What follows belongs to an exercise in optimizing a design on an open flow for small area, a short achievable clock period and few clock cycles; a production flow would make more cautious choices.
Function was checked by simulation only, so behaviour that the tests miss may differ from the original.

==> job 5615 <==
## ttl_cache_table
module ttl_cache_table (
  input  logic                      clk_i,
  input  logic                      rst_ni,
  input  logic                      req_valid_i,
  output logic                      req_stall_o,
  input  logic [2:0]                req_type_i,
  input  logic [ttl_pkg::KeyW-1:0]  req_key_i,
  input  logic [ttl_pkg::DataW-1:0] req_data_i,
  input  logic [ttl_pkg::TtlW-1:0]  req_ttl_i,
  input  logic [4:0]                req_max_i,
  output logic                      rsp_valid_o,
  input  logic                      rsp_stall_i,
  output logic                      rsp_kind_o,
  output logic [ttl_pkg::DataW-1:0] rsp_data_o,
  output logic [1:0]                rsp_status_o,
  output logic [4:0]                rsp_count_o,
  output logic                      rsp_last_o
);
  localparam int N  = ttl_pkg::Entries;
  localparam int KW = ttl_pkg::KeyW;
  localparam int DW = ttl_pkg::DataW;
  localparam int TW = ttl_pkg::TtlW;
  localparam int EW = KW + DW + TW + 10;   
  localparam int WP = 4;                   
  localparam int WS = N / WP;              
  logic          r_v;
  logic [2:0]    r_type;
  logic [KW-1:0] r_key;
  logic [DW-1:0] r_data;
  logic [TW-1:0] r_ttl;
  logic [4:0]    r_max;
  logic          r_tz;     
  logic [EW-1:0] cell_q [N];
  logic [3:0]    rot_q;
  logic          pb_v;
  logic [3:0]    pb_slot;
  logic [EW-1:0] pb_q;
  logic [N-1:0]  old_q  [N];
  logic [N-1:0]  valid_q;
  logic [N-1:0]  born_q;
  logic [TW-1:0] sec_q;
  logic [9:0]    ms_q;
  logic [TW-1:0] psec_q;   
  logic [9:0]    pms_q;
  logic          y_v;
  logic [N-1:0]  y_mask;
  logic [N-1:0]  y_all;
  logic [4:0]    y_bud;
  logic          y_inv;
  logic          y_has;
  logic          o_v, o_kind;
  logic [DW-1:0] o_data;
  logic [1:0]    o_st;
  logic [4:0]    o_cnt;
  logic          s_v, s_kind;
  logic [DW-1:0] s_data;
  logic [1:0]    s_st;
  logic [4:0]    s_cnt;
  logic [N-1:0] pb_oh;
  always_comb begin
    pb_oh = '0;
    pb_oh[pb_slot] = pb_v;
  end
  logic [N-1:0] keq_c, teq_c, keq_s, teq_s;
  logic         pb_keq;
  ...
Settings: LEC_CHECK=0, ABC_CLOCK_PERIOD_IN_PS=3000, CAP_MARGIN=40, CORE_MARGIN=2, CORE_UTILIZATION=55, SETUP_SLACK_MARGIN=5, SLEW_MARGIN=40; clock period 11.0 ns.
run.sh (not shown) runs the stock make flow with config.mk's settings and CLKGATE_MAP_FILE= SYNTH_SCRIPT=/design/flow/synth_recipe.tcl, a recipe that flattens the netlist after the stock synthesis.
==> job 4263 (differences from job 5615) <==
==> flow/design.v (replaced) <==
package ttl_pkg;
  localparam int unsigned Entries  = 16;
  localparam int unsigned IdxW     = (Entries > 1) ? $clog2(Entries) : 1;
  localparam int unsigned CntW     = $clog2(Entries + 1);
  localparam int unsigned ClockW   = 42;
  localparam int unsigned KeyW     = 64;
  localparam int unsigned DataW    = 64;
  localparam int unsigned TtlW     = 32;
  localparam int unsigned LimW     = 42;
  localparam int unsigned FindCap  = 16;
  localparam int unsigned MsPerS   = 1000;
  localparam logic [2:0] ReqTick   = 3'd0;
  localparam logic [2:0] ReqAdd    = 3'd1;
  localparam logic [2:0] ReqRemove = 3'd2;
  localparam logic [2:0] ReqFind   = 3'd3;
  localparam logic [2:0] ReqFlush  = 3'd4;
  localparam logic [1:0] StatOk      = 2'd0;
  localparam logic [1:0] StatInvalid = 2'd1;
  localparam logic [1:0] StatNoSpace = 2'd2;
  localparam logic KindData    = 1'b0;
  localparam logic KindSummary = 1'b1;
  typedef struct packed {
    logic [2:0]       req_type;
    logic [KeyW-1:0]  lookup_key;
    logic [DataW-1:0] entry_data;
    logic [TtlW-1:0]  ttl_seconds;
    logic [4:0]       max_matches;
  } req_t;
  typedef struct packed {
    logic             result_kind;
    logic [DataW-1:0] match_data;
    logic [1:0]       status;
    logic [4:0]       found_count;
    logic             last;
  } rsp_t;
  typedef struct packed {
    logic             load;       
    logic             tick;       
    logic             flush;      
    logic             scan_clr;   
    logic             scan_step;  
    logic             write;      
  } ctl_t;
  typedef struct packed {
    logic             scan_done;  
    logic             emit;       
  } sts_t;
endpackage
module ttl_cache_table (
  input  logic                      clk_i,
  input  logic                      rst_ni,
  input  logic                      req_valid_i,
  output logic                      req_stall_o,
  input  logic [2:0]                req_type_i,
  input  logic [ttl_pkg::KeyW-1:0]  req_key_i,
  input  logic [ttl_pkg::DataW-1:0] req_data_i,
  input  logic [ttl_pkg::TtlW-1:0]  req_ttl_i,
  input  logic [4:0]                req_max_i,
  output logic                      rsp_valid_o,
  input  logic                      rsp_stall_i,
  output logic                      rsp_kind_o,
  output logic [ttl_pkg::DataW-1:0] rsp_data_o,
  output logic [1:0]                rsp_status_o,
  output logic [4:0]                rsp_count_o,
  output logic                      rsp_last_o
);
  localparam int N  = ttl_pkg::Entries;
  localparam int KW = ttl_pkg::KeyW;
  localparam int DW = ttl_pkg::DataW;
  localparam int TW = ttl_pkg::TtlW;
  localparam int CW = ttl_pkg::ClockW;
  logic          r_v;
  logic [2:0]    r_type;
  logic [KW-1:0] r_key;
  logic [DW-1:0] r_data;
  logic [TW-1:0] r_ttl;
  logic [4:0]    r_max;
  logic [KW-1:0] key_q  [N];
  logic [DW-1:0] dat_q  [N];
  logic [CW-1:0] last_q [N];
  logic [N-1:0]  old_q  [N];
  logic [N-1:0]  valid_q;
  logic [N-1:0]  born_q;
  logic [CW-1:0] now_q;
  logic          y_v;
  logic [N-1:0]  y_mask;
  logic [4:0]    y_bud;
  logic [1:0]    y_st;
  logic [4:0]    y_cnt;
  logic          o_v, o_kind;
  logic [DW-1:0] o_data;
  logic [1:0]    o_st;
  logic [4:0]    o_cnt;
  logic          s_v, s_kind;
  logic [DW-1:0] s_data;
  logic [1:0]    s_st;
  logic [4:0]    s_cnt;
  logic          y_has;
  logic [N-1:0]  y_sel;
  logic [DW-1:0] y_data;
  logic          y_emit;
  assign y_has  = (y_mask != '0) && (y_bud != '0);
  assign y_sel  = y_mask & (~y_mask + 1'b1);
  assign y_emit = y_v && !s_v;
  always_comb begin
    y_data = '0;
    for (int i = 0; i < N; i++) begin
      y_data = y_data | (dat_q[i] & {DW{y_sel[i]}});
    end
  end
  logic x_go;
  assign x_go        = r_v && (!y_v || (!s_v && !y_has));
  assign req_stall_o = r_v && !x_go;
  logic is_tick, is_add, is_rem, is_find, is_flush;
  assign is_tick  = r_type == ttl_pkg::ReqTick;
  assign is_add   = r_type == ttl_pkg::ReqAdd;
  assign is_rem   = r_type == ttl_pkg::ReqRemove;
  assign is_find  = r_type == ttl_pkg::ReqFind;
  assign is_flush = r_type == ttl_pkg::ReqFlush;
  logic [N-1:0] match;
  always_comb begin
    for (int i = 0; i < N; i++) begin
      match[i] = valid_q[i] && (key_q[i] == r_key);
    end
  end
  logic [4:0] nmatch;
  always_comb begin
    nmatch = '0;
    for (int i = 0; i < N; i++) nmatch = nmatch + 5'(match[i]);
  end
  logic [4:0] lim;
  assign lim = (r_max > 5'd16) ? 5'd16 : r_max;
  logic [N-1:0] freev, cand, vict;
  logic [N-1:0] free_sel, cand_sel;
  always_comb begin
    freev = ~valid_q;
    for (int j = 0; j < N; j++) cand[j] = (old_q[j] == '0);
  end
  assign free_sel = freev & (~freev + 1'b1);
  assign cand_sel = cand & (~cand + 1'b1);
  assign vict     = (freev != '0) ? free_sel : cand_sel;
  logic          do_add;
  logic [N-1:0]  we;
  logic [CW-1:0] new_last;
  assign do_add   = x_go && is_add && (r_ttl != '0);
  assign we       = do_add ? vict : '0;
  assign new_last = now_q + CW'(r_ttl) * CW'(ttl_pkg::MsPerS) - 1'b1;
  always_ff @(posedge clk_i or negedge rst_ni) begin
    if (!rst_ni) begin
      r_v <= 1'b0;
    end else if (!r_v || x_go) begin
      r_v <= req_valid_i;
    end
  end
  always_ff @(posedge clk_i) begin
    if (!r_v || x_go) begin
      r_type <= req_type_i;
      r_key  <= req_key_i;
      r_data <= req_data_i;
      r_ttl  <= req_ttl_i;
      r_max  <= req_max_i;
    end
  end
  always_ff @(posedge clk_i) begin
    for (int i = 0; i < N; i++) begin
      if (we[i]) begin
        key_q[i]  <= r_key;
        dat_q[i]  <= r_data;
        last_q[i] <= new_last;
        for (int j = 0; j < N; j++) begin
          if (j != i) old_q[i][j] <= !born_q[j];
        end
      end else begin
        for (int j = 0; j < N; j++) begin
          if (j != i && we[j]) old_q[i][j] <= 1'b0;
        end
      end
      old_q[i][i] <= 1'b0;
    end
  end
  always_ff @(posedge clk_i or negedge rst_ni) begin
    if (!rst_ni) begin
      valid_q <= '0;
      born_q  <= '0;
      now_q   <= '0;
    end else if (x_go) begin
      if (is_tick) begin
        now_q  <= now_q + 1'b1;
        born_q <= '0;
        for (int i = 0; i < N; i++) begin
          if (last_q[i] == now_q) valid_q[i] <= 1'b0;
        end
      end
      if (is_flush) valid_q <= '0;
      if (is_rem) valid_q <= valid_q & ~match;
      if (do_add) begin
        valid_q <= valid_q | vict;
        born_q  <= born_q | vict;
      end
    end
  end
  always_ff @(posedge clk_i or negedge rst_ni) begin
    if (!rst_ni) begin
      y_v <= 1'b0;
    end else if (x_go) begin
      y_v <= 1'b1;
    end else if (y_emit && !y_has) begin
      y_v <= 1'b0;
    end
  end
  always_ff @(posedge clk_i) begin
    if (x_go) begin
      y_mask <= '0;
      y_bud  <= '0;
      y_cnt  <= '0;
      y_st   <= ttl_pkg::StatOk;
      case (r_type)
        ttl_pkg::ReqTick, ttl_pkg::ReqRemove, ttl_pkg::ReqFlush: ;
        ttl_pkg::ReqAdd: begin
          if (r_ttl == '0) y_st <= ttl_pkg::StatInvalid;
        end
        ttl_pkg::ReqFind: begin
          if (r_max == '0) begin
            y_st <= ttl_pkg::StatInvalid;
          end else begin
            y_mask <= match;
            y_bud  <= lim;
            y_cnt  <= nmatch;
            y_st   <= (nmatch > lim) ? ttl_pkg::StatNoSpace : ttl_pkg::StatOk;
          end
        end
        default: y_st <= ttl_pkg::StatInvalid;
      endcase
    end else if (y_emit && y_has) begin
      y_mask <= y_mask & ~y_sel;
      y_bud  <= y_bud - 1'b1;
    end
  end
  logic          w_kind;
  logic [DW-1:0] w_data;
  logic [1:0]    w_st;
  logic [4:0]    w_cnt;
  assign w_kind = !y_has;
  assign w_data = y_has ? y_data : '0;
  assign w_st   = y_has ? ttl_pkg::StatOk : y_st;
  assign w_cnt  = y_has ? 5'd0 : y_cnt;
  logic o_free;
  assign o_free = !o_v || !rsp_stall_i;
  always_ff @(posedge clk_i or negedge rst_ni) begin
    if (!rst_ni) begin
      o_v <= 1'b0;
      s_v <= 1'b0;
    end else begin
      if (s_v) begin
        if (o_free) s_v <= 1'b0;
      end else if (y_emit) begin
        if (o_free) o_v <= 1'b1;
        else        s_v <= 1'b1;
      end else if (o_free) begin
        o_v <= 1'b0;
      end
    end
  end
  always_ff @(posedge clk_i) begin
    if (s_v) begin
      if (o_free) begin
        o_kind <= s_kind;
        o_data <= s_data;
        o_st   <= s_st;
        o_cnt  <= s_cnt;
      end
    end else if (y_emit) begin
      if (o_free) begin
        o_kind <= w_kind;
        o_data <= w_data;
        o_st   <= w_st;
        o_cnt  <= w_cnt;
      end else begin
        s_kind <= w_kind;
        s_data <= w_data;
        s_st   <= w_st;
        s_cnt  <= w_cnt;
      end
    end
  end
  assign rsp_valid_o  = o_v;
  assign rsp_kind_o   = o_kind;
  assign rsp_data_o   = o_data;
  assign rsp_status_o = o_st;
  assign rsp_count_o  = o_cnt;
  assign rsp_last_o   = o_kind;
endmodule
ABC_CLOCK_PERIOD_IN_PS = not set   (was 3000)
CAP_MARGIN = 20   (was 40)
CORE_UTILIZATION = 40   (was 55)
SETUP_SLACK_MARGIN = not set   (was 5)
SLEW_MARGIN = 20   (was 40)
==> run summary <==
|  | job 4263 | job 5615 |
|---|---|---|
| Run status | finished clean | finished clean |
| Synthesized-area fraction occupied by xor and xnor cells | 11.3% | 12.8% |
| Basic-gate share of the synthesized area counting and, or, nand and nor cells | 6.13% | 7.09% |
| Critical Path Stages | 26 | 13 |
| Multi-input combinational cell count | 4686 | 5415 |
| Vias in the first global route | 79000 | 78800 |
| Most common cell in the netlist | sky130_fd_sc_hd__edfxtp_1 | sky130_fd_sc_hd__dfxtp_1 |
| Cell Count Post-Placement | 13600 | 12600 |
| Sequential cell area | 101000 µm² | 80700 µm² |
| Clock insertion delay at the later pin of the skew report | 0.99 ns | 0.98 ns |
| Initial DRC Count | 9342 | 7971 |
| Die Span Y | 596 µm | 484 µm |
| Worst-path maximum fanout | 16 | 36 |
| Non-clock buffer contribution to total cell area | 3.03% | 3.22% |
| Clk pin slew, worst setup/hold paths | 0.06 ns | 0.07 ns |
Testbench counts of job 5615, summed over its fixed seeds: cycles 29,288.
Testbench counts of job 4263, summed over its fixed seeds: cycles 28,263.

-- static timing again, ports no longer ideal --
The results above use ideal ports. As a check the final layouts listed here were re-extracted and re-timed, cells and wires unchanged. Step 1: set_driving_cell puts a clkbuf_16 on clk_i and a buf_2 on each other input, an assumption about the parent block. Step 2 also shifts input and output timing later by t, the mid clock arrival at the registers, as if the neighbouring blocks saw the same clock. Three values: ideal ports, drivers, drivers and shift; two values: the first two.
run | shift t [ns] | setup slack, ns | worst setup path at the end | worst data-port slew with drivers (ns) | cell pins on the clock port's net
job 5615 | 1.033 | 4.975 / 4.975 / 4.975 | register to register | 0.13 | 1
job 4263 | 1.032 | 1.666 / 1.666 / 1.666 | register to register | 0.25 | 1
After both steps setup and hold are still met in every run listed.
